What follows belongs to an exercise in optimizing a design on an open flow for small area, a short achievable clock period and few clock cycles; a production flow would make more cautious choices. At most, simulation tests tie the RTL to the original design; equivalence was not proved. Function not checked in runs 2 to 4: the RTL went through the layout flow alone. Power and IR drop assume default switching activity.

### flow/config.mk
export PLATFORM = sky130hd
export DESIGN_NAME = script_lexer_tokenizer_unit
export DESIGN_NICKNAME = script_lexer_tokenizer_unit
export VERILOG_FILES = /design/flow/design.v
export SDC_FILE = /design/flow/constraint.sdc
export NUM_CORES = 4
export LEC_CHECK = 0
export ABC_AREA = 0
export CAP_MARGIN = 20
export CORE_MARGIN = 2
export CORE_UTILIZATION = 40
export PLACE_DENSITY = 0.75
export SLEW_MARGIN = 20
### flow/constraint.sdc
create_clock -name core_clock -period 11.0 [get_ports {i_clk}]
set_input_delay 2.2000 -clock core_clock [delete_from_list [all_inputs] [get_ports {i_clk}]]
set_output_delay 2.2000 -clock core_clock [all_outputs]
set_load 0.01 [all_outputs]
### flow/design.v
    localparam [19:0] POS_CAP  = 20'hFFFFF;
    localparam [15:0] LINE_CAP = 16'hFFFF;
    localparam [5:0] K_LPAREN  = 6'd0;
    localparam [5:0] K_RPAREN  = 6'd1;
    localparam [5:0] K_LBRACE  = 6'd2;
    localparam [5:0] K_RBRACE  = 6'd3;
    localparam [5:0] K_COMMA   = 6'd4;
    localparam [5:0] K_DOT     = 6'd5;
    localparam [5:0] K_MINUS   = 6'd6;
    localparam [5:0] K_PLUS    = 6'd7;
    localparam [5:0] K_SEMI    = 6'd8;
    localparam [5:0] K_SLASH   = 6'd9;
    localparam [5:0] K_STAR    = 6'd10;
    localparam [5:0] K_BANG    = 6'd11;
    localparam [5:0] K_EQUAL   = 6'd13;
    localparam [5:0] K_GREATER = 6'd15;
    localparam [5:0] K_LESS    = 6'd17;
    localparam [5:0] K_IDENT   = 6'd19;
    localparam [5:0] K_STRING  = 6'd20;
    localparam [5:0] K_NUMBER  = 6'd21;
    localparam [5:0] K_KW_BASE = 6'd22;
    localparam [5:0] K_END     = 6'd38;
    localparam [5:0] K_ERROR   = 6'd39;
    localparam [3:0] S_IDLE    = 4'd0;
    localparam [3:0] S_OP      = 4'd1;
    localparam [3:0] S_SLASH   = 4'd2;
    localparam [3:0] S_COMMENT = 4'd3;
    localparam [3:0] S_STR     = 4'd4;
    localparam [3:0] S_IDENT   = 4'd5;
    localparam [3:0] S_INT     = 4'd6;
    localparam [3:0] S_INTDOT  = 4'd7;
    localparam [3:0] S_FRAC    = 4'd8;
    function automatic is_digit(input [7:0] c);
        is_digit = (c >= 8'h30) && (c <= 8'h39);
    endfunction
    function automatic is_alpha(input [7:0] c);
        is_alpha = ((c >= 8'h61) && (c <= 8'h7A)) || ((c >= 8'h41) && (c <= 8'h5A)) ||
                   (c == 8'h5F);
    endfunction
    function automatic [5:0] paired_kind(input [5:0] k);
        case (k[2:0])
            3'd3:    paired_kind = 6'd12;
            3'd5:    paired_kind = 6'd14;
            3'd7:    paired_kind = 6'd16;
            default: paired_kind = 6'd18;
        endcase
    endfunction
    function automatic [5:0] single_kind(input [7:0] c);
        case (c)
            "(": single_kind = K_LPAREN;
            ")": single_kind = K_RPAREN;
            "{": single_kind = K_LBRACE;
            "}": single_kind = K_RBRACE;
            ",": single_kind = K_COMMA;
            ".": single_kind = K_DOT;
            "-": single_kind = K_MINUS;
            "+": single_kind = K_PLUS;
            ";": single_kind = K_SEMI;
            default: single_kind = K_STAR;
        endcase
    endfunction
    function automatic is_single(input [7:0] c);
        case (c)
            "(", ")", "{", "}", ",", ".", "-", "+", ";", "*": is_single = 1'b1;
            default: is_single = 1'b0;
        endcase
    endfunction
    function automatic [5:0] op_kind(input [7:0] c);
        case (c)
            "=":     op_kind = K_EQUAL;
            ">":     op_kind = K_GREATER;
            "<":     op_kind = K_LESS;
            default: op_kind = K_BANG;
        endcase
    endfunction
    localparam KW_W = 7;
    function automatic [6:0] kw_first(input [7:0] c);
        case (c)
            "a": kw_first = {3'd1, 4'd0};
            "c": kw_first = {3'd1, 4'd1};
            "e": kw_first = {3'd1, 4'd2};
            "f": kw_first = {3'd1, 4'd3};
            "i": kw_first = {3'd1, 4'd6};
            "n": kw_first = {3'd1, 4'd7};
            "o": kw_first = {3'd1, 4'd8};
            "p": kw_first = {3'd1, 4'd9};
            "r": kw_first = {3'd1, 4'd10};
            "s": kw_first = {3'd1, 4'd11};
            "t": kw_first = {3'd1, 4'd12};
            "v": kw_first = {3'd1, 4'd14};
            "w": kw_first = {3'd1, 4'd15};
            default: kw_first = 7'd0;
        endcase
    endfunction
    function automatic [6:0] kw_step(input [6:0] s, input [7:0] c);
        kw_step = 7'd0;
        case (s)
            {3'd1, 4'd0}: case (c)
                "n": kw_step = {3'd2, 4'd0};
                default: ;
            endcase
            {3'd2, 4'd0}: case (c)
                "d": kw_step = {3'd3, 4'd0};
                default: ;
            endcase
            {3'd1, 4'd1}: case (c)
                "l": kw_step = {3'd2, 4'd1};
                default: ;
            endcase
            {3'd2, 4'd1}: case (c)
                "a": kw_step = {3'd3, 4'd1};
                default: ;
            endcase
            {3'd3, 4'd1}: case (c)
                "s": kw_step = {3'd4, 4'd1};
                default: ;
            endcase
            {3'd4, 4'd1}: case (c)
                "s": kw_step = {3'd5, 4'd1};
                default: ;
            endcase
            {3'd1, 4'd2}: case (c)
                "l": kw_step = {3'd2, 4'd2};
                default: ;
            endcase
            {3'd2, 4'd2}: case (c)
                "s": kw_step = {3'd3, 4'd2};
                default: ;
            endcase
            {3'd3, 4'd2}: case (c)
                "e": kw_step = {3'd4, 4'd2};
                default: ;
            endcase
            {3'd1, 4'd3}: case (c)
                "a": kw_step = {3'd2, 4'd3};
                "o": kw_step = {3'd2, 4'd5};
                "u": kw_step = {3'd2, 4'd4};
                default: ;
            endcase
            {3'd2, 4'd3}: case (c)
                "l": kw_step = {3'd3, 4'd3};
                default: ;
            endcase
            {3'd3, 4'd3}: case (c)
                "s": kw_step = {3'd4, 4'd3};
                default: ;
            endcase
            {3'd4, 4'd3}: case (c)
                "e": kw_step = {3'd5, 4'd3};
                default: ;
            endcase
            {3'd2, 4'd4}: case (c)
                "n": kw_step = {3'd3, 4'd4};
                default: ;
            endcase
            {3'd2, 4'd5}: case (c)
                "r": kw_step = {3'd3, 4'd5};
                default: ;
            endcase
            {3'd1, 4'd6}: case (c)
                "f": kw_step = {3'd2, 4'd6};
                default: ;
            endcase
            {3'd1, 4'd7}: case (c)
                "i": kw_step = {3'd2, 4'd7};
                default: ;
            endcase
            {3'd2, 4'd7}: case (c)
                "l": kw_step = {3'd3, 4'd7};
                default: ;
            endcase
            {3'd1, 4'd8}: case (c)
                "r": kw_step = {3'd2, 4'd8};
                default: ;
            endcase
            {3'd1, 4'd9}: case (c)
                "r": kw_step = {3'd2, 4'd9};
                default: ;
            endcase
            {3'd2, 4'd9}: case (c)
                "i": kw_step = {3'd3, 4'd9};
                default: ;
            endcase
            {3'd3, 4'd9}: case (c)
                "n": kw_step = {3'd4, 4'd9};
                default: ;
            endcase
            {3'd4, 4'd9}: case (c)
                "t": kw_step = {3'd5, 4'd9};
                default: ;
            endcase
            {3'd1, 4'd10}: case (c)
                "e": kw_step = {3'd2, 4'd10};
                default: ;
            endcase
            {3'd2, 4'd10}: case (c)
                "t": kw_step = {3'd3, 4'd10};
                default: ;
            endcase
            {3'd3, 4'd10}: case (c)
                "u": kw_step = {3'd4, 4'd10};
                default: ;
            endcase
            {3'd4, 4'd10}: case (c)
                "r": kw_step = {3'd5, 4'd10};
                default: ;
            endcase
            {3'd5, 4'd10}: case (c)
                "n": kw_step = {3'd6, 4'd10};
                default: ;
            endcase
            {3'd1, 4'd11}: case (c)
                "u": kw_step = {3'd2, 4'd11};
                default: ;
            endcase
            {3'd2, 4'd11}: case (c)
                "p": kw_step = {3'd3, 4'd11};
                default: ;
            endcase
            {3'd3, 4'd11}: case (c)
                "e": kw_step = {3'd4, 4'd11};
                default: ;
            endcase
            {3'd4, 4'd11}: case (c)
                "r": kw_step = {3'd5, 4'd11};
                default: ;
            endcase
            {3'd1, 4'd12}: case (c)
                "h": kw_step = {3'd2, 4'd12};
                "r": kw_step = {3'd2, 4'd13};
                default: ;
            endcase
            {3'd2, 4'd12}: case (c)
                "i": kw_step = {3'd3, 4'd12};
                default: ;
            endcase
            {3'd3, 4'd12}: case (c)
                "s": kw_step = {3'd4, 4'd12};
                default: ;
            endcase
            {3'd2, 4'd13}: case (c)
                "u": kw_step = {3'd3, 4'd13};
                default: ;
            endcase
            {3'd3, 4'd13}: case (c)
                "e": kw_step = {3'd4, 4'd13};
                default: ;
            endcase
            {3'd1, 4'd14}: case (c)
                "a": kw_step = {3'd2, 4'd14};
                default: ;
            endcase
            {3'd2, 4'd14}: case (c)
                "r": kw_step = {3'd3, 4'd14};
                default: ;
            endcase
            {3'd1, 4'd15}: case (c)
                "h": kw_step = {3'd2, 4'd15};
                default: ;
            endcase
            {3'd2, 4'd15}: case (c)
                "i": kw_step = {3'd3, 4'd15};
                default: ;
            endcase
            {3'd3, 4'd15}: case (c)
                "l": kw_step = {3'd4, 4'd15};
                default: ;
            endcase
            {3'd4, 4'd15}: case (c)
                "e": kw_step = {3'd5, 4'd15};
                default: ;
            endcase
            default: ;
        endcase
    endfunction
    function automatic [5:0] kw_kind(input [6:0] s);
        case (s)
            {3'd3, 4'd0}: kw_kind = 6'd22;
            {3'd5, 4'd1}: kw_kind = 6'd23;
            {3'd4, 4'd2}: kw_kind = 6'd24;
            {3'd5, 4'd3}: kw_kind = 6'd25;
            {3'd3, 4'd4}: kw_kind = 6'd26;
            {3'd3, 4'd5}: kw_kind = 6'd27;
            {3'd2, 4'd6}: kw_kind = 6'd28;
            {3'd3, 4'd7}: kw_kind = 6'd29;
            {3'd2, 4'd8}: kw_kind = 6'd30;
            {3'd5, 4'd9}: kw_kind = 6'd31;
            {3'd6, 4'd10}: kw_kind = 6'd32;
            {3'd5, 4'd11}: kw_kind = 6'd33;
            {3'd4, 4'd12}: kw_kind = 6'd34;
            {3'd4, 4'd13}: kw_kind = 6'd35;
            {3'd3, 4'd14}: kw_kind = 6'd36;
            {3'd5, 4'd15}: kw_kind = 6'd37;
            default: kw_kind = 6'd19;
        endcase
    endfunction
`timescale 1ns / 1ps
module script_lexer_tokenizer_unit (
    input  logic        i_clk,
    input  logic        i_rst_n,
    input  logic        i_byte_valid,
    output logic        o_byte_ready,
    input  logic [7:0]  i_byte_ch,
    input  logic        i_byte_final,
    output logic        o_tok_valid,
    input  logic        i_tok_ready,
    output logic [5:0]  o_tok_kind,
    output logic [19:0] o_tok_start,
    output logic [19:0] o_tok_len,
    output logic [15:0] o_tok_line,
    output logic [15:0] o_tok_col,
    output logic [7:0]  o_tok_bad,
    output logic        o_tok_last
);
    localparam [19:0] POS_CAP  = 20'hFFFFF;
    localparam [15:0] LINE_CAP = 16'hFFFF;
    localparam [5:0] K_LPAREN  = 6'd0;
    localparam [5:0] K_RPAREN  = 6'd1;
    localparam [5:0] K_LBRACE  = 6'd2;
    localparam [5:0] K_RBRACE  = 6'd3;
    localparam [5:0] K_COMMA   = 6'd4;
    localparam [5:0] K_DOT     = 6'd5;
    localparam [5:0] K_MINUS   = 6'd6;
    localparam [5:0] K_PLUS    = 6'd7;
    localparam [5:0] K_SEMI    = 6'd8;
    localparam [5:0] K_SLASH   = 6'd9;
    localparam [5:0] K_STAR    = 6'd10;
    localparam [5:0] K_BANG    = 6'd11;
    localparam [5:0] K_EQUAL   = 6'd13;
    localparam [5:0] K_GREATER = 6'd15;
    localparam [5:0] K_LESS    = 6'd17;
    localparam [5:0] K_IDENT   = 6'd19;
    localparam [5:0] K_STRING  = 6'd20;
    localparam [5:0] K_NUMBER  = 6'd21;
    localparam [5:0] K_KW_BASE = 6'd22;
    localparam [5:0] K_END     = 6'd38;
    localparam [5:0] K_ERROR   = 6'd39;
    localparam [3:0] S_IDLE    = 4'd0;
    localparam [3:0] S_OP      = 4'd1;
    localparam [3:0] S_SLASH   = 4'd2;
    localparam [3:0] S_COMMENT = 4'd3;
    localparam [3:0] S_STR     = 4'd4;
    localparam [3:0] S_IDENT   = 4'd5;
    localparam [3:0] S_INT     = 4'd6;
    localparam [3:0] S_INTDOT  = 4'd7;
    localparam [3:0] S_FRAC    = 4'd8;
    function automatic is_digit(input [7:0] c);
        is_digit = (c >= 8'h30) && (c <= 8'h39);
    endfunction
    function automatic is_alpha(input [7:0] c);
        is_alpha = ((c >= 8'h61) && (c <= 8'h7A)) || ((c >= 8'h41) && (c <= 8'h5A)) ||
                   (c == 8'h5F);
    endfunction
    function automatic [5:0] paired_kind(input [5:0] k);
        case (k[2:0])
            3'd3:    paired_kind = 6'd12;
            3'd5:    paired_kind = 6'd14;
            3'd7:    paired_kind = 6'd16;
            default: paired_kind = 6'd18;
        endcase
    endfunction
    function automatic [5:0] single_kind(input [7:0] c);
        case (c)
            "(": single_kind = K_LPAREN;
            ")": single_kind = K_RPAREN;
            "{": single_kind = K_LBRACE;
            "}": single_kind = K_RBRACE;
            ",": single_kind = K_COMMA;
            ".": single_kind = K_DOT;
            "-": single_kind = K_MINUS;
            "+": single_kind = K_PLUS;
            ";": single_kind = K_SEMI;
            default: single_kind = K_STAR;
        endcase
    endfunction
    function automatic is_single(input [7:0] c);
        case (c)
            "(", ")", "{", "}", ",", ".", "-", "+", ";", "*": is_single = 1'b1;
            default: is_single = 1'b0;
        endcase
    endfunction
    function automatic [5:0] op_kind(input [7:0] c);
        case (c)
            "=":     op_kind = K_EQUAL;
            ">":     op_kind = K_GREATER;
            "<":     op_kind = K_LESS;
            default: op_kind = K_BANG;
        endcase
    endfunction
    localparam KW_W = 7;
    function automatic [6:0] kw_first(input [7:0] c);
        case (c)
            "a": kw_first = {3'd1, 4'd0};
            "c": kw_first = {3'd1, 4'd1};
            "e": kw_first = {3'd1, 4'd2};
            "f": kw_first = {3'd1, 4'd3};
            "i": kw_first = {3'd1, 4'd6};
            "n": kw_first = {3'd1, 4'd7};
            "o": kw_first = {3'd1, 4'd8};
            "p": kw_first = {3'd1, 4'd9};
            "r": kw_first = {3'd1, 4'd10};
            "s": kw_first = {3'd1, 4'd11};
            "t": kw_first = {3'd1, 4'd12};
            "v": kw_first = {3'd1, 4'd14};
            "w": kw_first = {3'd1, 4'd15};
            default: kw_first = 7'd0;
        endcase
    endfunction
    function automatic [6:0] kw_step(input [6:0] s, input [7:0] c);
        kw_step = 7'd0;
        case (s)
            {3'd1, 4'd0}: case (c)
                "n": kw_step = {3'd2, 4'd0};
                default: ;
            endcase
            {3'd2, 4'd0}: case (c)
                "d": kw_step = {3'd3, 4'd0};
                default: ;
            endcase
            {3'd1, 4'd1}: case (c)
                "l": kw_step = {3'd2, 4'd1};
                default: ;
            endcase
            {3'd2, 4'd1}: case (c)
                "a": kw_step = {3'd3, 4'd1};
                default: ;
            endcase
            {3'd3, 4'd1}: case (c)
                "s": kw_step = {3'd4, 4'd1};
                default: ;
            endcase
            {3'd4, 4'd1}: case (c)
                "s": kw_step = {3'd5, 4'd1};
                default: ;
            endcase
            {3'd1, 4'd2}: case (c)
                "l": kw_step = {3'd2, 4'd2};
                default: ;
            endcase
            {3'd2, 4'd2}: case (c)
                "s": kw_step = {3'd3, 4'd2};
                default: ;
            endcase
            {3'd3, 4'd2}: case (c)
                "e": kw_step = {3'd4, 4'd2};
                default: ;
            endcase
            {3'd1, 4'd3}: case (c)
                "a": kw_step = {3'd2, 4'd3};
                "o": kw_step = {3'd2, 4'd5};
                "u": kw_step = {3'd2, 4'd4};
                default: ;
            endcase
            {3'd2, 4'd3}: case (c)
                "l": kw_step = {3'd3, 4'd3};
                default: ;
            endcase
            {3'd3, 4'd3}: case (c)
                "s": kw_step = {3'd4, 4'd3};
                default: ;
            endcase
            {3'd4, 4'd3}: case (c)
                "e": kw_step = {3'd5, 4'd3};
                default: ;
            endcase
            {3'd2, 4'd4}: case (c)
                "n": kw_step = {3'd3, 4'd4};
                default: ;
            endcase
            {3'd2, 4'd5}: case (c)
                "r": kw_step = {3'd3, 4'd5};
                default: ;
            endcase
            {3'd1, 4'd6}: case (c)
                "f": kw_step = {3'd2, 4'd6};
                default: ;
            endcase
            {3'd1, 4'd7}: case (c)
                "i": kw_step = {3'd2, 4'd7};
                default: ;
            endcase
            {3'd2, 4'd7}: case (c)
                "l": kw_step = {3'd3, 4'd7};
                default: ;
            endcase
            {3'd1, 4'd8}: case (c)
                "r": kw_step = {3'd2, 4'd8};
                default: ;
            endcase
            {3'd1, 4'd9}: case (c)
                "r": kw_step = {3'd2, 4'd9};
                default: ;
            endcase
            {3'd2, 4'd9}: case (c)
                "i": kw_step = {3'd3, 4'd9};
                default: ;
            endcase
            {3'd3, 4'd9}: case (c)
                "n": kw_step = {3'd4, 4'd9};
                default: ;
            endcase
            {3'd4, 4'd9}: case (c)
                "t": kw_step = {3'd5, 4'd9};
                default: ;
            endcase
            {3'd1, 4'd10}: case (c)
                "e": kw_step = {3'd2, 4'd10};
                default: ;
            endcase
            {3'd2, 4'd10}: case (c)
                "t": kw_step = {3'd3, 4'd10};
                default: ;
            endcase
            {3'd3, 4'd10}: case (c)
                "u": kw_step = {3'd4, 4'd10};
                default: ;
            endcase
            {3'd4, 4'd10}: case (c)
                "r": kw_step = {3'd5, 4'd10};
                default: ;
            endcase
            {3'd5, 4'd10}: case (c)
                "n": kw_step = {3'd6, 4'd10};
                default: ;
            endcase
            {3'd1, 4'd11}: case (c)
                "u": kw_step = {3'd2, 4'd11};
                default: ;
            endcase
            {3'd2, 4'd11}: case (c)
                "p": kw_step = {3'd3, 4'd11};
                default: ;
            endcase
            {3'd3, 4'd11}: case (c)
                "e": kw_step = {3'd4, 4'd11};
                default: ;
            endcase
            {3'd4, 4'd11}: case (c)
                "r": kw_step = {3'd5, 4'd11};
                default: ;
            endcase
            {3'd1, 4'd12}: case (c)
                "h": kw_step = {3'd2, 4'd12};
                "r": kw_step = {3'd2, 4'd13};
                default: ;
            endcase
            {3'd2, 4'd12}: case (c)
                "i": kw_step = {3'd3, 4'd12};
                default: ;
            endcase
            {3'd3, 4'd12}: case (c)
                "s": kw_step = {3'd4, 4'd12};
                default: ;
            endcase
            {3'd2, 4'd13}: case (c)
                "u": kw_step = {3'd3, 4'd13};
                default: ;
            endcase
            {3'd3, 4'd13}: case (c)
                "e": kw_step = {3'd4, 4'd13};
                default: ;
            endcase
            {3'd1, 4'd14}: case (c)
                "a": kw_step = {3'd2, 4'd14};
                default: ;
            endcase
            {3'd2, 4'd14}: case (c)
                "r": kw_step = {3'd3, 4'd14};
                default: ;
            endcase
            {3'd1, 4'd15}: case (c)
                "h": kw_step = {3'd2, 4'd15};
                default: ;
            endcase
            {3'd2, 4'd15}: case (c)
                "i": kw_step = {3'd3, 4'd15};
                default: ;
            endcase
            {3'd3, 4'd15}: case (c)
                "l": kw_step = {3'd4, 4'd15};
                default: ;
            endcase
            {3'd4, 4'd15}: case (c)
                "e": kw_step = {3'd5, 4'd15};
                default: ;
            endcase
            default: ;
        endcase
    endfunction
    function automatic [5:0] kw_kind(input [6:0] s);
        case (s)
            {3'd3, 4'd0}: kw_kind = 6'd22;
            {3'd5, 4'd1}: kw_kind = 6'd23;
            {3'd4, 4'd2}: kw_kind = 6'd24;
            {3'd5, 4'd3}: kw_kind = 6'd25;
            {3'd3, 4'd4}: kw_kind = 6'd26;
            {3'd3, 4'd5}: kw_kind = 6'd27;
            {3'd2, 4'd6}: kw_kind = 6'd28;
            {3'd3, 4'd7}: kw_kind = 6'd29;
            {3'd2, 4'd8}: kw_kind = 6'd30;
            {3'd5, 4'd9}: kw_kind = 6'd31;
            {3'd6, 4'd10}: kw_kind = 6'd32;
            {3'd5, 4'd11}: kw_kind = 6'd33;
            {3'd4, 4'd12}: kw_kind = 6'd34;
            {3'd4, 4'd13}: kw_kind = 6'd35;
            {3'd3, 4'd14}: kw_kind = 6'd36;
            {3'd5, 4'd15}: kw_kind = 6'd37;
            default: kw_kind = 6'd19;
        endcase
    endfunction
    logic        r_bv, r_fin;
    logic [7:0]  r_ch;
    logic        r_bvb, r_finb;
    logic [7:0]  r_chb;
    logic        r_vout, r_lout;
    logic [3:0]  r_mode, n_mode;
    logic        r_pend, n_pend;     
    logic        r_plast, n_plast;   
    logic        r_post, n_post;     
    logic        r_endp, n_endp;     
    logic [5:0]  r_kind, n_kind;
    logic [KW_W-1:0] r_trie, n_trie;
    logic [19:0] r_tb, r_len, r_pos;
    logic [15:0] r_line, r_col;
    logic        r_errh, n_errh;     
    logic        consume;
    wire [7:0] c        = r_ch;
    wire       c_dig    = is_digit(c);
    wire       c_alp    = is_alpha(c);
    wire       c_aln    = c_dig || c_alp;
    wire       c_single = is_single(c);
    wire       c_op     = (c == "!") || (c == "=") || (c == "<") || (c == ">");
    wire       c_slash  = (c == "/");
    wire       c_quote  = (c == "\"");
    wire       c_nl     = (c == 8'h0A);
    wire       c_ws     = (c == " ") || (c == 8'h0D) || (c == 8'h09);
    wire       c_eq     = (c == "=");
    wire       c_dot    = (c == ".");
    wire       c_err    = !(c_single || c_op || c_slash || c_quote || c_nl || c_ws || c_aln);
    wire        pos_sat  = &r_pos;
    wire        col_sat  = &r_col;
    wire        line_sat = &r_line;
    logic adv, len_adv, line_adv, tb_ld, len_ld, len_v, col_set1, clr;
    logic terminates, closable;
    always_comb begin
        terminates = 1'b0;
        closable   = 1'b1;
        case (r_mode)
            S_OP:     terminates = !c_eq;
            S_SLASH:  terminates = !c_slash;
            S_IDENT:  terminates = !c_aln;
            S_INT:    terminates = !c_dig && !c_dot;
            S_INTDOT: terminates = !c_dig;
            S_FRAC:   terminates = !c_dig;
            default:  closable = 1'b0;
        endcase
    end
    assign o_tok_valid = r_vout;
    assign o_tok_last  = r_lout;
    assign o_tok_kind  = r_kind;
    assign o_tok_start = r_tb;
    assign o_tok_len   = r_len;
    assign o_tok_line  = r_line;
    assign o_tok_col   = r_col;
    assign o_tok_bad   = r_errh ? r_ch : 8'd0;
    wire stall = r_vout && !i_tok_ready;
    always_comb begin
        logic do_idle, hold;
        n_mode = r_mode; n_pend = r_pend; n_plast = r_plast; n_post = r_post;
        n_endp = r_endp; n_kind = r_kind; n_trie = r_trie; n_errh = 1'b0;
        adv = 1'b0; len_adv = 1'b0; line_adv = 1'b0; tb_ld = 1'b0; len_ld = 1'b0;
        len_v = 1'b0; col_set1 = 1'b0; clr = 1'b0;
        consume = 1'b0; do_idle = 1'b0; hold = 1'b0;
        begin
            n_pend = 1'b0; n_plast = 1'b1;
            if (r_endp) begin
                n_endp = 1'b0; n_post = 1'b0; n_mode = S_IDLE;
                clr = 1'b1;
                consume = 1'b1;
            end else if (r_errh) begin
                if (r_fin) n_post = 1'b1;
                else consume = 1'b1;
            end else if (r_post) begin
                if (r_mode == S_INTDOT) begin
                    tb_ld = 1'b1; len_ld = 1'b1; len_v = 1'b1;  adv = 1'b1;
                    n_kind = K_DOT; n_pend = 1'b1; n_plast = 1'b0;
                    n_mode = S_IDLE;
                end else begin
                    tb_ld = 1'b1; len_ld = 1'b1; n_kind = K_END;
                    n_pend = 1'b1; n_plast = 1'b1; n_endp = 1'b1; n_mode = S_IDLE;
                end
            end else if (r_bv) begin
                case (r_mode)
                    S_OP: begin
                        if (c_eq) begin
                            adv = 1'b1; len_adv = 1'b1;
                            n_kind = paired_kind(r_kind); n_pend = 1'b1; n_mode = S_IDLE;
                        end else do_idle = 1'b1;
                    end
                    S_SLASH: begin
                        if (c_slash) begin
                            adv = 1'b1; len_adv = 1'b1; n_mode = S_COMMENT;
                        end else do_idle = 1'b1;
                    end
                    S_COMMENT: begin
                        if (!c_nl) begin
                            adv = 1'b1;
                        end else do_idle = 1'b1;
                    end
                    S_STR: begin
                        if (c_nl) line_adv = 1'b1;
                        adv = 1'b1; len_adv = 1'b1;
                        if (c_quote) begin
                            n_kind = K_STRING; n_pend = 1'b1; n_mode = S_IDLE;
                        end
                    end
                    S_IDENT: begin
                        if (c_aln) begin
                            n_trie = kw_step(r_trie, c); n_kind = kw_kind(n_trie);
                            adv = 1'b1; len_adv = 1'b1;
                        end else do_idle = 1'b1;
                    end
                    S_INT: begin
                        if (c_dig) begin
                            adv = 1'b1; len_adv = 1'b1;
                        end else if (c_dot) n_mode = S_INTDOT;
                        else do_idle = 1'b1;
                    end
                    S_FRAC: begin
                        if (c_dig) begin
                            adv = 1'b1; len_adv = 1'b1;
                        end else do_idle = 1'b1;
                    end
                    S_INTDOT: begin
                        hold = 1'b1;
                        if (c_dig) begin
                            adv = 1'b1; len_adv = 1'b1; n_mode = S_FRAC;
                        end else begin
                            tb_ld = 1'b1; len_ld = 1'b1; len_v = 1'b1;  adv = 1'b1;
                            n_kind = K_DOT; n_pend = 1'b1;
                            n_plast = !r_fin && !c_single && !c_err; n_mode = S_IDLE;
                        end
                    end
                    default: do_idle = 1'b1;
                endcase
                if (do_idle) begin
                    tb_ld = 1'b1; len_ld = 1'b1; len_v = !pos_sat; adv = 1'b1;
                    n_mode = S_IDLE;
                    if (c_single) begin
                        n_kind = single_kind(c); n_pend = 1'b1;
                    end else if (c_op) begin
                        n_kind = op_kind(c); n_mode = S_OP;
                    end else if (c_slash) begin
                        n_kind = K_SLASH; n_mode = S_SLASH;
                    end else if (c_quote) begin
                        n_kind = K_STRING; n_mode = S_STR;
                    end else if (c_nl) begin
                        col_set1 = 1'b1; line_adv = 1'b1;
                    end else if (c_dig) begin
                        n_kind = K_NUMBER; n_mode = S_INT;
                    end else if (c_alp) begin
                        n_trie = kw_first(c); n_kind = K_IDENT; n_mode = S_IDENT;
                    end else if (c_err) begin
                        n_kind = K_ERROR; len_v = 1'b1; n_pend = 1'b1; n_errh = 1'b1;
                        n_plast = !r_fin; hold = 1'b1;
                    end
                end
                if (!hold) begin
                    if (r_fin) begin
                        n_post = 1'b1; n_plast = 1'b0;
                    end else consume = 1'b1;
                end
            end
        end
    end
    wire [19:0] pos_i  = pos_sat ? r_pos : r_pos + 20'd1;
    wire [19:0] len_i  = pos_sat ? r_len : r_len + 20'd1;
    wire [15:0] col_i  = col_sat ? r_col : r_col + 16'd1;
    wire [15:0] line_i = line_sat ? r_line : r_line + 16'd1;
    wire [19:0] n_pos  = clr ? 20'd0 : adv ? pos_i : r_pos;
    wire [15:0] n_col  = clr ? 16'd0 : col_set1 ? 16'd1 : adv ? col_i : r_col;
    wire [15:0] n_line = clr ? 16'd1 : line_adv ? line_i : r_line;
    wire [19:0] n_len  = len_ld ? {19'd0, len_v} : len_adv ? len_i : r_len;
    wire accept = i_byte_valid && !r_bvb;
    wire a_free = !r_bv || consume;             
    wire q_free = stall ? !r_bv : a_free;
    function automatic term_of(input [3:0] m, input [7:0] ch);
        case (m)
            S_OP:     term_of = (ch != "=");
            S_SLASH:  term_of = (ch != "/");
            S_IDENT:  term_of = !(is_digit(ch) || is_alpha(ch));
            S_INT:    term_of = !is_digit(ch) && (ch != ".");
            S_INTDOT: term_of = !is_digit(ch);
            S_FRAC:   term_of = !is_digit(ch);
            default:  term_of = 1'b0;
        endcase
    endfunction
    function automatic tokbyte_of(input [7:0] ch);
        tokbyte_of = is_single(ch) ||
                     !(is_digit(ch) || is_alpha(ch) || (ch == "!") || (ch == "=") ||
                       (ch == "<") || (ch == ">") || (ch == "/") || (ch == "\"") ||
                       (ch == 8'h0A) || (ch == " ") || (ch == 8'h0D) || (ch == 8'h09));
    endfunction
    wire x_closable = (n_mode == S_OP) || (n_mode == S_SLASH) || (n_mode == S_IDENT) ||
                      (n_mode == S_INT) || (n_mode == S_INTDOT) || (n_mode == S_FRAC);
    wire x_close_b  = r_bvb && term_of(n_mode, r_chb);
    wire x_close_i  = accept && term_of(n_mode, i_byte_ch);
    wire x_close    = a_free && (r_bvb ? x_close_b : x_close_i);
    wire x_last_b   = !r_finb && !tokbyte_of(r_chb);
    wire x_last_i   = !i_byte_final && !tokbyte_of(i_byte_ch);
    wire x_last     = x_close && (n_mode != S_INTDOT) && (r_bvb ? x_last_b : x_last_i);
    assign o_byte_ready = !r_bvb;
    always_ff @(posedge i_clk) begin
        if (!i_rst_n) begin
            r_bv <= 1'b0; r_bvb <= 1'b0; r_vout <= 1'b0;
        end else begin
            if (q_free) r_bv <= r_bvb || accept;
            r_bvb <= !q_free && (r_bvb || accept);
            if (!stall) r_vout <= n_pend || x_close || (n_post && x_closable);
        end
    end
    always_ff @(posedge i_clk) begin
        if (q_free) begin
            r_ch  <= r_bvb ? r_chb : i_byte_ch;
            r_fin <= r_bvb ? r_finb : i_byte_final;
        end
        if (accept) begin
            r_chb  <= i_byte_ch;
            r_finb <= i_byte_final;
        end
        if (!stall) r_lout <= n_pend ? n_plast : x_last;
    end
    always_ff @(posedge i_clk) begin
        if (!i_rst_n) begin
            r_mode <= S_IDLE; r_pend <= 1'b0; r_errh <= 1'b0; r_post <= 1'b0; r_endp <= 1'b0;
            r_pos <= '0; r_line <= 16'd1; r_col <= '0;
        end else if (!stall) begin
            r_mode <= n_mode; r_pend <= n_pend; r_errh <= n_errh; r_post <= n_post; r_endp <= n_endp;
            r_pos <= n_pos; r_line <= n_line; r_col <= n_col;
        end
    end
    always_ff @(posedge i_clk) begin
        if (!stall) begin
            r_plast <= n_plast; r_kind <= n_kind; r_trie <= n_trie; r_len <= n_len;
            if (tb_ld) r_tb <= r_pos;
        end
    end
endmodule
### flow/flow/run.sh
#!/bin/bash
# Standard layout (the standard.sh: ORFS synthesis to finish, same clock and
# constraints), with these changes to how the layout is made:
#  - the port buffers that ORFS inserts are plain buffers (buf_1) rather than the
#    delay cell ORFS picks by default; every port still gets its own buffer;
#  - ORFS's timing repair aims for more setup slack than the clock needs;
#  - clock tree: clkbuf_8 buffers, larger sink clusters, no dummy loads.
set -euo pipefail
export SETUP_SLACK_MARGIN=7.55
export BUFFER_PORTS_ARGS="-buffer_cell sky130_fd_sc_hd__buf_1"
export CTS_ARGS="-sink_clustering_enable -repair_clock_nets -buf_list sky130_fd_sc_hd__clkbuf_8 -sink_clustering_size 30 -sink_clustering_max_diameter 100 -dont_use_dummy_load"
bash standard.sh > standard_flow.log 2>&1
### flow/standard.sh
#!/bin/bash
# synth_recipe.tcl (not shown) runs the flow's synth.tcl, then flattens the netlist and writes it again
# the make line also repeats each setting of config.mk as NAME=value (left out here)
make -C /OpenROAD-flow-scripts/flow DESIGN_CONFIG=/design/flow/config.mk WORK_HOME=/design/flow/orfs CLKGATE_MAP_FILE= SYNTH_SCRIPT=/design/flow/synth_recipe.tcl "${@:-finish}"
==> run_results.csv, run 1 <==
group,metric,value,unit
yosys,syn-instance-count,1156,
timing,setup_viol,0,
cells_and_area,layout.nets,1320,
worst_hold_path,min_from,"r_pos[18]",
clocking,clock-sinks,134,
clocking,cts_tree,"built",
die,core,0.0234,mm^2
cells_and_area,num_antenna_cells,0,
worst_setup_path,worstPathArrival,3970,ps
clocking,htreeDepth,4,
yosys,yosys.area.top_type,"edfxtp_1",
grt,gr-usage-all-layers,24.6,%
timing,fin_skew,42.7,ps
worst_setup_path,reg2reg_from,"r_ch[4]",
grt,grt_max_degree,33,
placement,dp_hpwl,20000,um
grt,grt_pass1_vias,9077,
yosys,synth_most_common_cell,"nor2_1",
worst_setup_path,crit_type,"in -> reg",
yosys,syn_area_per_cell,8.23,um^2
detailed_routing,drcViolationCount,0,
yosys,synth_area,0.00951,mm^2
clocking,cts.clk_slew.worst_paths,70,ps
grt,antenna_found_initial,0,
yosys,synth_area_leaders,"edfxtp_1, dfxtp_1, nor2_1, nand2_1, xor2_1",
worst_setup_path,cp_slowest_cell,"nor4b_2",
worst_setup_path,critPathLaunchType,"input port",
outcome,status,"timing/DRC/antenna clean",
timing,maxSlewHeadroom,29.1,%
clocking,cts_buffers,17,
detailed_routing,drtIter0Drc,1205,
yosys,synth_top_area_share,22.7,%
worst_hold_path,min_path_cells,0,
timing,finalHoldViolCount,0,
worst_setup_path,startpoint,"i_byte_ch[2]",
yosys,syn-num-nets,1173,
detailed_routing,vias,10100,
placement,io_buffer_count,101,
yosys,ys.flop_type,"edfxtp_1",
die,chipHeight,158,um
worst_setup_path,cp.depth,10,
clocking,root_buffer,"clkbuf_8",
placement,place_inst,1501,
yosys,yosys-top-cells-count,"nor2_1, nand2_1, clkbuf_1, edfxtp_1, nand3_1",
cells_and_area,drive_gt1_share,23.5,%
die,rows,56,
die,die_x,158,um
detailed_routing,routedWlPerCell,19.6,um
power_and_ir_drop,vdd_drop_max,104,uV
yosys,synthArstFlopShare,0,%
detailed_routing,viasPerCell,6.26,
clocking,cts_hold_buf,0,
job,cap_violations,0,
worst_setup_path,crit_path_cell_trace,"buf_2 > nand3_1 > nor2_1 > nor3_2 > nor4b_2 > or3_1 > a2111oi_2 > a211o_1 > o31ai_2 > o21ai_1",
timing,timing.final.crit_share,34.5,%
detailed_routing,ant_nets,0,
worst_setup_path,ff2ff_path_depth,11,
yosys,ys_warn_count,1,
timing,fin_setup_tns,0,ps
timing,drv_slew,0,
power_and_ir_drop,cellPowerDensity,201,mW/mm^2
worst_setup_path,slowest_delay,380,ps
yosys,synth_seq_cells,134,
worst_setup_path,critical_path.top_delay_family,"simple AND/OR/NAND/NOR gates",
die,start_util,40.6,%
yosys,ys_seq_area_share,35.8,%
cells_and_area,area_growth,27.4,%
detailed_routing,first_pass_iters,6,
worst_hold_path,min_path_type,"reg -> reg",
placement,gp_congestion,0.991,
die,ios,102,
timing,fin_crit,3800,ps
yosys,synth_edf_count,72,
worst_setup_path,crit_buf_inv,1,
power_and_ir_drop,leakagePower,4.14,nW
worst_setup_path,critPathCaptureType,"register",
die,dieArea,0.0250,mm^2
cells_and_area,final_cells,1620,
grt,grt_overflow,0,
timing,tightest_slew,1060,ps
clocking,cts_buffer_depth,2,
timing,rsz0062_at_grt,"yes",
timing,fmax,263,MHz
grt,grt_first_pass_wirelength,48800,um
detailed_routing,drt_wl_total,31800,um
clocking,clkLatencyLatePin,460,ps
worst_setup_path,worstPathMaxFanout,11,
worst_setup_path,cp_data_required_time,11170,ps
yosys,ys_types,89,
==> cells by family after synthesis <==
family | Yosys count | synth area share, %
xor gates and xnor gates | 65 | 5.99
adders and majority gates | 5 | 0.631
muxes | 24 | 2.66
AOI/OAI and AO/OA | 251 | 18.6
DFF | 134 | 35.8
and+or+nand+nor | 570 | 31.6
buffers and inverters | 107 | 4.71
==> layout by cell type, fill, tap and decap left out, drive strengths merged, types with 7 or more instances in the layout <==
master / instances
or3: 8
and4: 9
and2: 19
a21boi: 10
o2111ai: 10
a211oi: 13
nor2: 143
clkbuf: 19
a21oi: 46
o211ai: 14
nand2: 116
mux2i: 14
dfxtp: 62
a31oi: 12
edfxtp: 72
or4b: 7
buf: 201
inv: 19
nor4bb: 7
and3: 24
xor2: 46
a221oi: 7
mux2: 10
o21ai: 55
xnor2: 19
nand4: 36
o22ai: 10
nand2b: 12
nor4b: 8
nor3: 30
nand3: 64
nor2b: 23
nor4: 19
nor3b: 17
==> report_power, final <==
group | total [mW] | switching, mW | internal, mW
Sequential | 0.853 | 0.147 | 0.706
Clock | 0.304 | 0.168 | 0.136
Combinational | 1.28 | 0.745 | 0.535
==> flip-flops by register name, summed over array words and instances (netlist names), 4 cells and up <==
register and count:
r_ch 8, r_chb 8, r_col 16, r_kind 6, r_len 20, r_line 16, r_mode 4, r_pos 20
r_tb 20, r_trie 7
==> layer usage <==
metal | share of wire (%) | track usage (%)
met2 | 46 | 39.2
met4 | 4.3 | 9.48
met5 | 0 | 0
met1 | 41 | 32.3
met3 | 8.7 | 5.89
==> per-stage QoR <==
step	hold slack, ps	worst slack [ps]	util [%]	area (um^2)	power (mW)
floorplan	442	7100	-	9760	1.51
global placement	465	6570	43.4	10200	1.74
detailed placement	466	6440	43.4	10200	1.75
CTS	468	7260	49.4	11600	2.30
global route	486	7110	51.8	12100	2.56
finish	464	7200	51.8	12100	2.44
==> final cells by class <==
| cell class | count | area, um^2 |
|---|---|---|
| Sequential cell | 134 | 3420 |
| Tap cell | 319 | 399 |
| Timing Repair Buffer | 208 | 1460 |
| Fill cell | 2172 | 11300 |
| Clock buffer | 17 | 234 |
| Inverter | 22 | 105 |
| Multi-Input combinational cell | 920 | 6500 |
==> final timing paths <==
check	to	slack [ps]
hold reg to reg	r_tb[18]	460
setup / recovery	r_lout	7200
setup reg to reg	r_lout	7240
hold / removal	r_tb[18]	460
==> worst register-to-register path: stages (launching register included) <==
cell and delay [ps]:
edfxtp_1 420, or4b_4 620, o311ai_4 320, a211oi_4 110, buf_6 150, or4b_4 570
o211a_4 280, or3_1 390, a2111oi_2 390, a211o_1 170, o31ai_2 80, o21ai_1 110
==> timing repair <==
item,4_1_cts,5_1_grt
setup endpoints to repair,148,113
buffers inserted,65,28
gates cloned,8,1
pin swaps,36,27
resized for setup,127,74
Testbench counts, summed over its fixed seeds: cycles 22,580.
==> inputs of run 2 (changes only) <==
--- a/flow/design.v
+++ b/flow/design.v
@@ -682,7 +682,7 @@
                 else consume = 1'b1;
             end else if (r_post) begin
                 if (r_mode == S_INTDOT) begin
-                    tb_ld = 1'b1; len_ld = 1'b1; len_v = 1'b1;  adv = 1'b1;
+                    tb_ld = 1'b1; len_ld = 1'b1; len_v = !pos_sat; adv = 1'b1;
                     n_kind = K_DOT; n_pend = 1'b1; n_plast = 1'b0;
                     n_mode = S_IDLE;
                 end else begin
@@ -736,7 +736,7 @@
                         if (c_dig) begin
                             adv = 1'b1; len_adv = 1'b1; n_mode = S_FRAC;
                         end else begin
-                            tb_ld = 1'b1; len_ld = 1'b1; len_v = 1'b1;  adv = 1'b1;
+                            tb_ld = 1'b1; len_ld = 1'b1; len_v = !pos_sat; adv = 1'b1;
                             n_kind = K_DOT; n_pend = 1'b1;
                             n_plast = !r_fin && !c_single && !c_err; n_mode = S_IDLE;
                         end
@@ -777,9 +777,10 @@
     wire [19:0] len_i  = pos_sat ? r_len : r_len + 20'd1;
     wire [15:0] col_i  = col_sat ? r_col : r_col + 16'd1;
     wire [15:0] line_i = line_sat ? r_line : r_line + 16'd1;
-    wire [19:0] n_pos  = clr ? 20'd0 : adv ? pos_i : r_pos;
-    wire [15:0] n_col  = clr ? 16'd0 : col_set1 ? 16'd1 : adv ? col_i : r_col;
-    wire [15:0] n_line = clr ? 16'd1 : line_adv ? line_i : r_line;
+    wire        clr_any = clr || !i_rst_n;
+    wire [19:0] n_pos  = clr_any ? 20'd0 : adv ? pos_i : r_pos;
+    wire [15:0] n_col  = clr_any ? 16'd0 : col_set1 ? 16'd1 : adv ? col_i : r_col;
+    wire [15:0] n_line = clr_any ? 16'd1 : line_adv ? line_i : r_line;
     wire [19:0] n_len  = len_ld ? {19'd0, len_v} : len_adv ? len_i : r_len;
     wire accept = i_byte_valid && !r_bvb;
     wire a_free = !r_bv || consume;             
@@ -831,11 +832,12 @@
         if (!stall) r_lout <= n_pend ? n_plast : x_last;
     end
     always_ff @(posedge i_clk) begin
-        if (!i_rst_n) begin
-            r_mode <= S_IDLE; r_pend <= 1'b0; r_errh <= 1'b0; r_post <= 1'b0; r_endp <= 1'b0;
-            r_pos <= '0; r_line <= 16'd1; r_col <= '0;
-        end else if (!stall) begin
-            r_mode <= n_mode; r_pend <= n_pend; r_errh <= n_errh; r_post <= n_post; r_endp <= n_endp;
+        if (!stall || !i_rst_n) begin
+            r_mode <= i_rst_n ? n_mode : S_IDLE;
+            r_pend <= i_rst_n && n_pend;
+            r_errh <= i_rst_n && n_errh;
+            r_post <= i_rst_n && n_post;
+            r_endp <= i_rst_n && n_endp;
             r_pos <= n_pos; r_line <= n_line; r_col <= n_col;
         end
     end
--- a/flow/flow/run.sh
+++ b/flow/flow/run.sh
@@ -6,7 +6,7 @@
 #  - ORFS's timing repair aims for more setup slack than the clock needs;
 #  - clock tree: clkbuf_8 buffers, larger sink clusters, no dummy loads.
 set -euo pipefail
-export SETUP_SLACK_MARGIN=7.55
+export SETUP_SLACK_MARGIN=7.25
 export BUFFER_PORTS_ARGS="-buffer_cell sky130_fd_sc_hd__buf_1"
 export CTS_ARGS="-sink_clustering_enable -repair_clock_nets -buf_list sky130_fd_sc_hd__clkbuf_8 -sink_clustering_size 30 -sink_clustering_max_diameter 100 -dont_use_dummy_load"
 bash standard.sh > standard_flow.log 2>&1
--- a/flow/config.mk
+++ b/flow/config.mk
@@ -5,9 +5,8 @@
 export SDC_FILE = /design/flow/constraint.sdc
 export NUM_CORES = 4
 export LEC_CHECK = 0
-export ABC_AREA = 0
+export ABC_AREA = 1
 export CAP_MARGIN = 20
 export CORE_MARGIN = 2
 export CORE_UTILIZATION = 40
-export PLACE_DENSITY = 0.75
 export SLEW_MARGIN = 20
==> run 2 against run 1 <==
Net effect:
- register-to-register slack gained 260 ps
- critical path depth is 4 lower
- core utilization shrank 6.4 points
- sequential cell count stayed put
- sequential share of layout area grew 10 points
- first-iteration DRC count fell by 36%
- via count shrank 12%
- largest cell class unchanged
==> run_results.csv, run 2 <==
group,metric,value,unit
die,die_x,157,um
power_and_ir_drop,cellPowerDensity,280,mW/mm^2
timing,fin_setup_tns,0,ps
grt,grt_overflow,0,
clocking,htreeDepth,4,
cells_and_area,num_antenna_cells,0,
cells_and_area,layout.nets,1394,
timing,setup_slack,7310,ps
cells_and_area,fill_cells,2390,
power_and_ir_drop,internal_power,1.48,mW
clocking,cts_tree,"built",
placement,dp_worst_setup_slack,6460,ps
worst_setup_path,worstPathArrival,3770,ps
worst_hold_path,min_from,"r_pos[5]",
die,core,0.0228,mm^2
yosys,synth_area_leaders,"edfxtp_1, nand2_1, nor2_1, inv_1, nand3_1",
cells_and_area,final_cell_mix,"nand2_1, inv_1, nor2_1",
clocking,cts_buffers,17,
worst_setup_path,ff2ff_path_depth,18,
grt,gr-usage-all-layers,22.5,%
cells_and_area,post-route-util,45.4,%
grt,grt_pass1_vias,8464,
timing,drv_slew,0,
outcome,status,"timing/DRC/antenna clean",
worst_setup_path,crit_type,"in -> reg",
yosys,ys_seq_area_share,42.8,%
detailed_routing,drt_wl_total,27300,um
power_and_ir_drop,p_seq_share,39.4,%
power_and_ir_drop,vdd_drop_max,129,uV
cells_and_area,area_growth,10.9,%
timing,hold_slack,454,ps
grt,grt_first_pass_wirelength,43500,um
die,start_util,40.9,%
yosys,syn-num-nets,1287,
worst_setup_path,timing.rr.end,"r_kind[1]",
timing,tightest_slew,1040,ps
worst_setup_path,cp_data_required_time,11080,ps
die,rows,55,
die,chipHeight,157,um
timing,fin_crit,3690,ps
clocking,cts.clk_slew.worst_paths,100,ps
cells_and_area,fin_area,0.0103,mm^2
yosys,ys_types,53,
yosys,synth_fa_ha_area_share,0.537,%
worst_setup_path,reg2reg_slack,7500,ps
yosys,yosys.area.top_type,"edfxtp_1",
worst_setup_path,critPathLaunchType,"input port",
worst_hold_path,min_path_type,"reg -> reg",
die,ios,102,
cells_and_area,final_common_cell,"nand2_1",
yosys,muxShareOfSynthArea,0.107,%
yosys,synth-simple-area-share,33.7,%
die,dieArea,0.0245,mm^2
detailed_routing,drtIter0Drc,771,
yosys,synth_top_family_by_area,"simple AND/OR/NAND/NOR gates",
detailed_routing,first_pass_iters,5,
placement,place_inst,1668,
power_and_ir_drop,swShare,49.0,%
yosys,synth_top_area_share,42.2,%
clocking,root_buffer,"clkbuf_8",
power_and_ir_drop,total_power,2.89,mW
placement,gp_congestion,0.975,
placement,place_area,0.0101,mm^2
cells_and_area,final_cells,1688,
power_and_ir_drop,clkPwrFrac,10.7,%
grt,antenna_found_initial,0,
power_and_ir_drop,p_switching,1.42,mW
timing,timing.final.crit_share,33.6,%
yosys,synth_edf_count,131,
yosys,synth_xor_area_share,1.22,%
cells_and_area,drive_gt1_share,6.69,%
placement,io_buffer_count,101,
yosys,yosys-top-cells-count,"nand2_1, nor2_1, inv_1, edfxtp_1, nand3_1",
power_and_ir_drop,leakagePower,4.36,nW
detailed_routing,drcViolationCount,0,
placement,dp_hpwl,20800,um
yosys,synthArstFlopShare,0,%
grt,grt_max_degree,29,
worst_hold_path,min_path_cells,0,
worst_hold_path,hold-path-endpoint,"r_tb[5]",
clocking,cts_hold_buf,0,
clocking,clkLatencyLatePin,460,ps
yosys,synth_compound_area_share,12.3,%
worst_setup_path,reg2reg_from,"r_ch[4]",
yosys,synth_most_common_cell,"nand2_1",
cells_and_area,reg_top3,"r_len: 20 flops, r_pos: 20 flops, r_tb: 20 flops",
timing,fmax,271,MHz
detailed_routing,vias,8944,
yosys,ys_warn_count,1,
detailed_routing,ant_nets,0,
yosys,synth_seq_cells,134,
yosys,ys.flop_type,"edfxtp_1",
timing,finalHoldViolCount,0,
timing,fin_skew,34.6,ps
clocking,clock-sinks,134,
worst_setup_path,critPathCaptureType,"register",
timing,setup_viol,0,
power_and_ir_drop,combPwrFrac,49.9,%
yosys,synth_area,0.00932,mm^2
timing,maxSlewHeadroom,29.9,%
timing,rsz0062_at_grt,"yes",
worst_setup_path,worstPathMaxFanout,16,
detailed_routing,viasPerCell,5.30,
yosys,syn-instance-count,1270,
detailed_routing,routedWlPerCell,16.1,um
yosys,syn_area_per_cell,7.34,um^2
clocking,cts_buffer_depth,2,
job,cap_violations,0,
[run 2: changes by cell type in the layout (fill, tap and decap cells not counted), sizes merged, moves of 20 or more]
| cell | delta |
|---|---|
| nor2 | +68 |
| dfxtp | -59 |
| nor3 | +27 |
| inv | +189 |
| and3 | -21 |
| nand2 | +164 |
| nor2b | -23 |
| buf | -97 |
| a21oi | +20 |
| edfxtp | +59 |
| xor2 | -36 |
[run 2: worst max path at each step]
stage	startpoint	to	slack [ps]	cells past startpoint
floorplan	i_tok_ready	r_len[0]	7300	2
detailed placement	i_rst_n	r_col[4]	6460	5
finish	i_rst_n	r_col[7]	7310	6
global route	i_rst_n	r_col[2]	7190	6
global placement	i_rst_n	r_line[15]	6460	6
CTS	r_errh	o_tok_bad[6]	7290	3
[run 2: logic make-up (layout without fill, tap and decap cells)]
logic type	after synthesis	count (layout)
adder cells (fa/ha/maj)	4	4
XOR/XNOR	13	13
buffers and inverters	231	335
AO/OA/AOI/OAI	192	192
AND/OR/NAND/NOR	695	696
multiplexers	1	1
flip-flops	134	134
[run 2: repair_timing]
| action | 4_1_cts | 5_1_grt |
|---|---|---|
| buffers inserted | 0 | 2 |
| gates resized for setup | 1 | 7 |
| endpoints found under the setup margin | 61 | 33 |
| gates cloned | 0 | 1 |
| pin swaps | 0 | 2 |
[run 2: final cells by class]
cell class	count	area [um^2]	area share [%]
multi-input cells	906	4500	43.5
inverters	212	796	7.70
well taps	313	392	3.79
repair buffers	106	419	4.06
flip-flops and latches	134	4000	38.7
clock buffers	17	234	2.26
[run 2: power groups by stage]
stage / clock [mW] / sequential [mW] / combinational [mW]
3_3_place_gp: 0 / 1.15 / 1.42
6_report: 0.310 / 1.14 / 1.44
3_5_place_dp: 0 / 1.15 / 1.43
5_1_grt: 0.336 / 1.18 / 1.63
4_1_cts: 0.320 / 1.14 / 1.43
2_1_floorplan: 0 / 1.14 / 0.970
[run 2: worst max-delay path: stages]
cell     delay (ps)
buf_1            80
inv_1           430
nor2_1          230
inv_1           280
nand2_1          90
inv_1           440
[run 2: layer usage]
metal | wire, um | track usage (%) | vias to the layer above | part of all wire (%)
li1 | - | - | 4494 | -
met4 | 818 | 8.78 | 0 | 3.0
met3 | 1360 | 3.05 | 51 | 5.0
met1 | 12200 | 30.5 | 4123 | 45
met2 | 12900 | 36.8 | 276 | 47
met5 | 0 | 0 | - | 0
==> inputs of run 3 (changes only) <==
--- a/flow/design.v
+++ b/flow/design.v
@@ -682,7 +682,7 @@
                 else consume = 1'b1;
             end else if (r_post) begin
                 if (r_mode == S_INTDOT) begin
-                    tb_ld = 1'b1; len_ld = 1'b1; len_v = !pos_sat; adv = 1'b1;
+                    tb_ld = 1'b1; len_ld = 1'b1; len_v = 1'b1;  adv = 1'b1;
                     n_kind = K_DOT; n_pend = 1'b1; n_plast = 1'b0;
                     n_mode = S_IDLE;
                 end else begin
@@ -736,7 +736,7 @@
                         if (c_dig) begin
                             adv = 1'b1; len_adv = 1'b1; n_mode = S_FRAC;
                         end else begin
-                            tb_ld = 1'b1; len_ld = 1'b1; len_v = !pos_sat; adv = 1'b1;
+                            tb_ld = 1'b1; len_ld = 1'b1; len_v = 1'b1;  adv = 1'b1;
                             n_kind = K_DOT; n_pend = 1'b1;
                             n_plast = !r_fin && !c_single && !c_err; n_mode = S_IDLE;
                         end
--- a/flow/flow/run.sh
+++ b/flow/flow/run.sh
@@ -6,7 +6,7 @@
 #  - ORFS's timing repair aims for more setup slack than the clock needs;
 #  - clock tree: clkbuf_8 buffers, larger sink clusters, no dummy loads.
 set -euo pipefail
-export SETUP_SLACK_MARGIN=7.25
+export SETUP_SLACK_MARGIN=7.7
 export BUFFER_PORTS_ARGS="-buffer_cell sky130_fd_sc_hd__buf_1"
 export CTS_ARGS="-sink_clustering_enable -repair_clock_nets -buf_list sky130_fd_sc_hd__clkbuf_8 -sink_clustering_size 30 -sink_clustering_max_diameter 100 -dont_use_dummy_load"
 bash standard.sh > standard_flow.log 2>&1
--- a/flow/config.mk
+++ b/flow/config.mk
@@ -9,4 +9,5 @@
 export CAP_MARGIN = 20
 export CORE_MARGIN = 2
 export CORE_UTILIZATION = 40
+export PLACE_DENSITY = 0.75
 export SLEW_MARGIN = 20
==> run 3 against run 2 <==
Net effect:
- still clean on timing, DRC and antenna
- core utilization increased by 3.4 points
- maximum frequency increased by 6.8%
- combinational power increased by 26%
==> run_results.csv, run 3 <==
group,metric,value,unit
outcome,status,"timing/DRC/antenna clean",
yosys,muxShareOfSynthArea,0,%
worst_setup_path,cp_data_required_time,8800,ps
cells_and_area,reg_top3,"r_len: 20 flops, r_pos: 20 flops, r_tb: 20 flops",
detailed_routing,drt_wl_total,27100,um
detailed_routing,drcViolationCount,0,
cells_and_area,layout.nets,1418,
worst_hold_path,min_from,"r_pos[4]",
yosys,ys_warn_count,1,
clocking,clkLatencyLatePin,470,ps
yosys,synth_edf_count,131,
cells_and_area,drive_gt1_share,15.1,%
grt,grt_first_pass_wirelength,42300,um
detailed_routing,drtIter0Drc,968,
timing,fmax,289,MHz
worst_setup_path,cp_slowest_cell,"edfxtp_1",
worst_setup_path,critPathCaptureType,"output pin",
die,die_x,156,um
timing,fin_skew,39.3,ps
grt,grt_pass1_vias,8395,
job,cap_violations,0,
worst_setup_path,worstPathMaxFanout,4,
worst_setup_path,crit_path_cell_trace,"buf_6 > nand2_2 > inv_1 > buf_2",
worst_setup_path,crit_type,"reg -> out",
yosys,synthArstFlopShare,0,%
yosys,syn_area_per_cell,7.53,um^2
yosys,synth_compound_area_share,12.7,%
cells_and_area,num_antenna_cells,0,
power_and_ir_drop,vdd_drop_max,129,uV
worst_setup_path,timing.rr.end,"r_lout",
yosys,synth_fa_ha_area_share,0.541,%
worst_setup_path,ff2ff_path_depth,23,
yosys,synth_seq_cells,134,
grt,gr-usage-all-layers,21.7,%
power_and_ir_drop,leakagePower,4.69,nW
detailed_routing,viasPerCell,5.46,
yosys,ys_types,53,
worst_setup_path,startpoint,"r_errh",
worst_hold_path,hold-path-endpoint,"r_tb[4]",
cells_and_area,post-route-util,48.7,%
cells_and_area,fin_area,0.0111,mm^2
clocking,clock-sinks,134,
placement,gp_congestion,0.950,
worst_setup_path,reg2reg_from,"r_ch[0]",
grt,grt_overflow,0,
yosys,synth_most_common_cell,"nand2_1",
detailed_routing,ant_nets,0,
clocking,root_buffer,"clkbuf_8",
cells_and_area,area_growth,19.6,%
yosys,synth_area,0.00925,mm^2
clocking,cts.clk_slew.worst_paths,100,ps
placement,io_buffer_count,101,
timing,timing.final.crit_share,31.4,%
die,core,0.0227,mm^2
power_and_ir_drop,cellPowerDensity,292,mW/mm^2
cells_and_area,final_common_cell,"nand2_1",
yosys,yosys-top-cells-count,"nand2_1, inv_1, nor2_1, edfxtp_1",
detailed_routing,routedWlPerCell,16.1,um
yosys,synth_xor_area_share,1.42,%
die,start_util,40.7,%
clocking,cts_hold_buf,0,
clocking,cts_buffer_depth,2,
yosys,ys_seq_area_share,43.2,%
cells_and_area,final_cells,1684,
worst_hold_path,min_path_cells,0,
timing,hold_slack,476,ps
yosys,ys.flop_type,"edfxtp_1",
timing,fin_crit,3460,ps
detailed_routing,vias,9191,
clocking,cts_tree,"built",
die,chipHeight,156,um
worst_setup_path,worstPathArrival,1260,ps
die,dieArea,0.0244,mm^2
cells_and_area,final_cell_mix,"nand2_1, inv_1, nor2_1",
grt,grt_max_degree,21,
placement,place_inst,1601,
clocking,htreeDepth,4,
worst_setup_path,critPathLaunchType,"register",
timing,maxSlewHeadroom,45.4,%
die,rows,55,
yosys,syn-instance-count,1229,
worst_setup_path,slowest_delay,430,ps
timing,finalHoldViolCount,0,
yosys,synth-simple-area-share,33.0,%
timing,setup_viol,0,
yosys,synth_top_family_by_area,"simple AND/OR/NAND/NOR gates",
timing,tightest_slew,815,ps
placement,place_area,0.0100,mm^2
placement,dp_hpwl,19600,um
yosys,syn-num-nets,1246,
yosys,synth_area_leaders,"edfxtp_1, nand2_1, inv_1, nor2_1, nand3_1",
worst_hold_path,min_path_type,"reg -> reg",
detailed_routing,first_pass_iters,19,
clocking,cts_buffers,17,
timing,fin_setup_tns,0,ps
worst_setup_path,reg2reg_slack,7830,ps
die,ios,102,
yosys,synth_top_area_share,42.5,%
yosys,yosys.area.top_type,"edfxtp_1",
timing,drv_slew,0,
grt,antenna_found_initial,0,
timing,rsz0062_at_grt,"yes",
[run 3: layout make-up]
class	count	area, um^2
timing repair buffer	164	997
sequential	134	4000
fill	2203	11600
multi-input combinational	877	4690
tap	285	357
clock buffer	17	234
inverter	207	796
[run 3: how the worst max path moves through the flow]
stage          slack, ps           end  cells past startpoint
2_1_floorplan       7570        r_lout                      9
3_3_place_gp        6570      r_col[6]                      7
3_5_place_dp        6470      r_col[7]                      7
4_1_cts             7550  o_tok_bad[2]                      4
5_1_grt             7490  o_tok_bad[0]                      4
6_report            7540  o_tok_bad[0]                      4
[run 3: worst max-delay path: cells and delay by family (launching register included)]
kind          cells  cell delay, ps
simple gates      1              60
buf+inv           3             330
flops             1             430
[run 3: cells by family after synthesis]
family	count (synthesis)
fa+ha+maj	4
simple gates	655
flops	134
compound gates	199
buf+inv	222
xor+xnor	15
[run 3: timing repair]
item	4_1_cts	5_1_grt
resized for setup	45	45
setup buffers	22	40
cloned	2	2
endpoints found under the setup margin	128	138
pin swaps	9	7
[run 3: power by group]
part           total, mW  internal (mW)  switching [mW]
Combinational       1.81          0.635            1.17
Clock              0.305          0.136           0.169
Sequential          1.12          0.921           0.197
Total               3.23           1.69            1.54
[run 3: metrics by stage]
stage                     worst slack, ps  power (mW)
final                                7540        3.23
after global routing                 7490        3.47
after CTS                            7550        3.02
after detailed placement             6470        2.62
after global placement               6570        2.60
after floorplan                      7570        2.19
[run 3: routing by layer]
| layer | wire length [um] | GRT usage (%) | vias to the layer above |
|---|---|---|---|
| met5 | 0 | 0 | - |
| met4 | 543 | 7.12 | 0 |
| met3 | 1790 | 4.19 | 52 |
| met2 | 12700 | 35.6 | 364 |
| met1 | 12100 | 29.0 | 4257 |
| li1 | - | - | 4518 |
==> inputs of run 4 (changes only) <==
--- a/flow/flow/run.sh
+++ b/flow/flow/run.sh
@@ -6,7 +6,7 @@
 #  - ORFS's timing repair aims for more setup slack than the clock needs;
 #  - clock tree: clkbuf_8 buffers, larger sink clusters, no dummy loads.
 set -euo pipefail
-export SETUP_SLACK_MARGIN=7.7
+export SETUP_SLACK_MARGIN=7.55
 export BUFFER_PORTS_ARGS="-buffer_cell sky130_fd_sc_hd__buf_1"
 export CTS_ARGS="-sink_clustering_enable -repair_clock_nets -buf_list sky130_fd_sc_hd__clkbuf_8 -sink_clustering_size 30 -sink_clustering_max_diameter 100 -dont_use_dummy_load"
 bash standard.sh > standard_flow.log 2>&1
==> run 4 against run 3 <==
Net effect:
- critical endpoint is now o_tok_bad[2]
- cell area decreased by 3.9%
- global-route usage down 0.14 points
- sequential share of layout area up 1.5 points
- largest power group unchanged
- sequential power about the same
==> run_results.csv, run 4 <==
group,metric,value,unit
timing,fmax,291,MHz
yosys,ys_warn_count,1,
grt,grt_max_degree,21,
power_and_ir_drop,p_switching,1.52,mW
detailed_routing,vias,9069,
worst_setup_path,worstPathMaxFanout,6,
timing,finalHoldViolCount,0,
yosys,synth_compound_area_share,12.7,%
yosys,muxShareOfSynthArea,0,%
worst_setup_path,critPathCaptureType,"output pin",
detailed_routing,routedWlPerCell,16.3,um
worst_setup_path,crit_type,"reg -> out",
cells_and_area,final_cell_mix,"nand2_1, inv_1, nor2_1",
power_and_ir_drop,total_power,3.10,mW
yosys,syn_area_per_cell,7.53,um^2
grt,antenna_found_initial,0,
timing,fin_skew,31.8,ps
yosys,synth_xor_area_share,1.42,%
cells_and_area,num_antenna_cells,0,
timing,rsz0062_at_grt,"yes",
yosys,synthArstFlopShare,0,%
cells_and_area,layout.nets,1372,
yosys,yosys.area.top_type,"edfxtp_1",
cells_and_area,final_common_cell,"nand2_1",
power_and_ir_drop,leakagePower,4.44,nW
placement,gp_congestion,1.01,
worst_setup_path,cp_data_required_time,8800,ps
detailed_routing,ant_nets,0,
die,rows,55,
cells_and_area,drive_gt1_share,11.3,%
yosys,synth_most_common_cell,"nand2_1",
clocking,clock-sinks,134,
power_and_ir_drop,combPwrFrac,53.0,%
die,die_x,156,um
grt,gr-usage-all-layers,21.6,%
worst_setup_path,worstPathArrival,1240,ps
cells_and_area,reg_top3,"r_len: 20 flops, r_pos: 20 flops, r_tb: 20 flops",
placement,dp_hpwl,19700,um
grt,grt_overflow,0,
yosys,ys_types,53,
job,cap_violations,0,
clocking,clkLatencyLatePin,470,ps
detailed_routing,drt_wl_total,26600,um
timing,timing.final.crit_share,31.3,%
timing,fin_crit,3440,ps
power_and_ir_drop,swShare,49.1,%
timing,fin_setup_tns,0,ps
worst_hold_path,min_path_type,"reg -> reg",
die,core,0.0227,mm^2
yosys,synth_area_leaders,"edfxtp_1, nand2_1, inv_1, nor2_1, nand3_1",
power_and_ir_drop,internal_power,1.58,mW
timing,tightest_slew,850,ps
cells_and_area,fill_cells,2262,
yosys,ys.flop_type,"edfxtp_1",
timing,drv_slew,0,
yosys,synth_top_area_share,42.5,%
clocking,cts_buffer_depth,2,
grt,grt_pass1_vias,8384,
detailed_routing,viasPerCell,5.54,
die,start_util,40.7,%
outcome,status,"timing/DRC/antenna clean",
power_and_ir_drop,cellPowerDensity,291,mW/mm^2
power_and_ir_drop,clkPwrFrac,10.0,%
yosys,synth_area,0.00925,mm^2
clocking,htreeDepth,4,
clocking,cts_hold_buf,0,
clocking,cts_tree,"built",
timing,setup_viol,0,
yosys,synth_seq_cells,134,
clocking,cts_buffers,17,
timing,maxSlewHeadroom,43.1,%
yosys,yosys-top-cells-count,"nand2_1, inv_1, nor2_1, edfxtp_1",
timing,hold_slack,476,ps
cells_and_area,area_growth,15.0,%
grt,grt_first_pass_wirelength,41900,um
detailed_routing,drcViolationCount,0,
power_and_ir_drop,vdd_drop_max,130,uV
detailed_routing,first_pass_iters,8,
clocking,root_buffer,"clkbuf_8",
die,dieArea,0.0244,mm^2
yosys,synth_fa_ha_area_share,0.541,%
yosys,synth_edf_count,131,
placement,io_buffer_count,101,
worst_setup_path,critPathLaunchType,"register",
die,chipHeight,156,um
power_and_ir_drop,p_seq_share,37.0,%
detailed_routing,drtIter0Drc,856,
yosys,synth-simple-area-share,33.0,%
yosys,ys_seq_area_share,43.2,%
clocking,cts.clk_slew.worst_paths,90,ps
die,ios,102,
yosys,synth_top_family_by_area,"simple AND/OR/NAND/NOR gates",
yosys,syn-instance-count,1229,
yosys,syn-num-nets,1246,
run 4: cell counts after synthesis:
No cell type changed its count.
run 4: per-stage QoR:
stage / instance area (um^2) / instances / util [%] / setup slack [ps]
after floorplan: 9310 / 1229 / - / 7530
after global placement: 9980 / 1601 / 44.0 / 6400
after detailed placement: 9980 / 1601 / 44.0 / 6280
after CTS: 10300 / 1628 / 45.5 / 7550
after global routing: 10600 / 1638 / 46.8 / 7410
final: 10600 / 1638 / 46.8 / 7560
run 4: power by group through the flow:
| stage | combinational (mW) | sequential, mW | clock (mW) |
|---|---|---|---|
| finish | 1.64 | 1.15 | 0.310 |
| floorplan | 1.03 | 1.15 | 0 |
| global route | 1.82 | 1.18 | 0.334 |
| CTS | 1.52 | 1.14 | 0.315 |
| detailed placement | 1.46 | 1.16 | 0 |
| global placement | 1.45 | 1.15 | 0 |
run 4: final timing paths:
kind / startpoint / end / slack, ps / cells past startpoint
max: r_ch[2] / o_tok_bad[2] / 7560 / 3
max reg2reg: r_mode[3] / r_tb[12] / 7640 / 12
min: r_pos[5] / r_tb[5] / 480 / 0
min reg2reg: r_pos[5] / r_tb[5] / 480 / 0
run 4: routing by layer:
| metal | GRT usage [%] | vias to the layer above | part of all wire, % |
|---|---|---|---|
| met1 | 28.5 | 4174 | 43 |
| met2 | 35.0 | 393 | 46 |
| met5 | 0 | - | 0 |
| met4 | 8.17 | 0 | 3.0 |
| li1 | - | 4420 | - |
| met3 | 4.50 | 82 | 7.3 |
run 4: repair_timing:
action                                  4_1_cts  5_1_grt
setup buffers                                 9        8
resized for setup                            11       73
pin swaps                                     1        7
endpoints found under the setup margin       94       96
cloned                                        1        2
run 4: cell type report:
class / instances / area (um^2) / area share [%]
Inverter: 207 / 783 / 7.36
Sequential cell: 134 / 4000 / 37.6
Timing Repair Buffer: 119 / 573 / 5.39
Tap cell: 285 / 357 / 3.35
Multi-Input combinational cell: 876 / 4690 / 44.1
Clock buffer: 17 / 234 / 2.20
run 4: cell families after synthesis:
kind of cell | count (synthesis)
buf+inv | 222
simple gates | 655
flops | 134
compound gates | 199
xor+xnor | 15
fa+ha+maj | 4
run 4: critical path: stages, from the launching register on:
cell	delay (ps)
edfxtp_1	520
nand2_1	110
inv_1	40
buf_2	130

-- re-timing with driven ports --
In the flow no input, the clock included, has a driving cell. The finished layouts below were timed again as built, in two steps. Step 1: set_driving_cell puts a clkbuf_16 on i_clk and a buf_2 on each other input, an assumption about the parent block. Step 2 also shifts input and output timing later by t, the mid clock arrival at the registers, as if the neighbouring blocks saw the same clock. Slacks: ideal / step 1 / step 2; pairs: ideal / step 1.
run | t, ns | setup WS [ns] | clock arrival spread, ns | worst data-port slew with drivers (ns)
run 1 | 0.479 | 7.200 / 7.202 / 6.723 | 0.043 / 0.043 | 0.03
run 2 | 0.478 | 7.309 / 7.326 / 6.848 | 0.036 / 0.036 | 0.05
run 3 | 0.493 | 7.544 / 7.500 / 7.189 | 0.041 / 0.041 | 0.04
run 4 | 0.488 | 7.559 / 7.517 / 7.091 | 0.041 / 0.040 | 0.04
After both steps setup and hold are still met in every run listed. The setup slack of run 1, which loses most, moves by +0.002 ns with the drivers and by -0.477 ns with both steps.
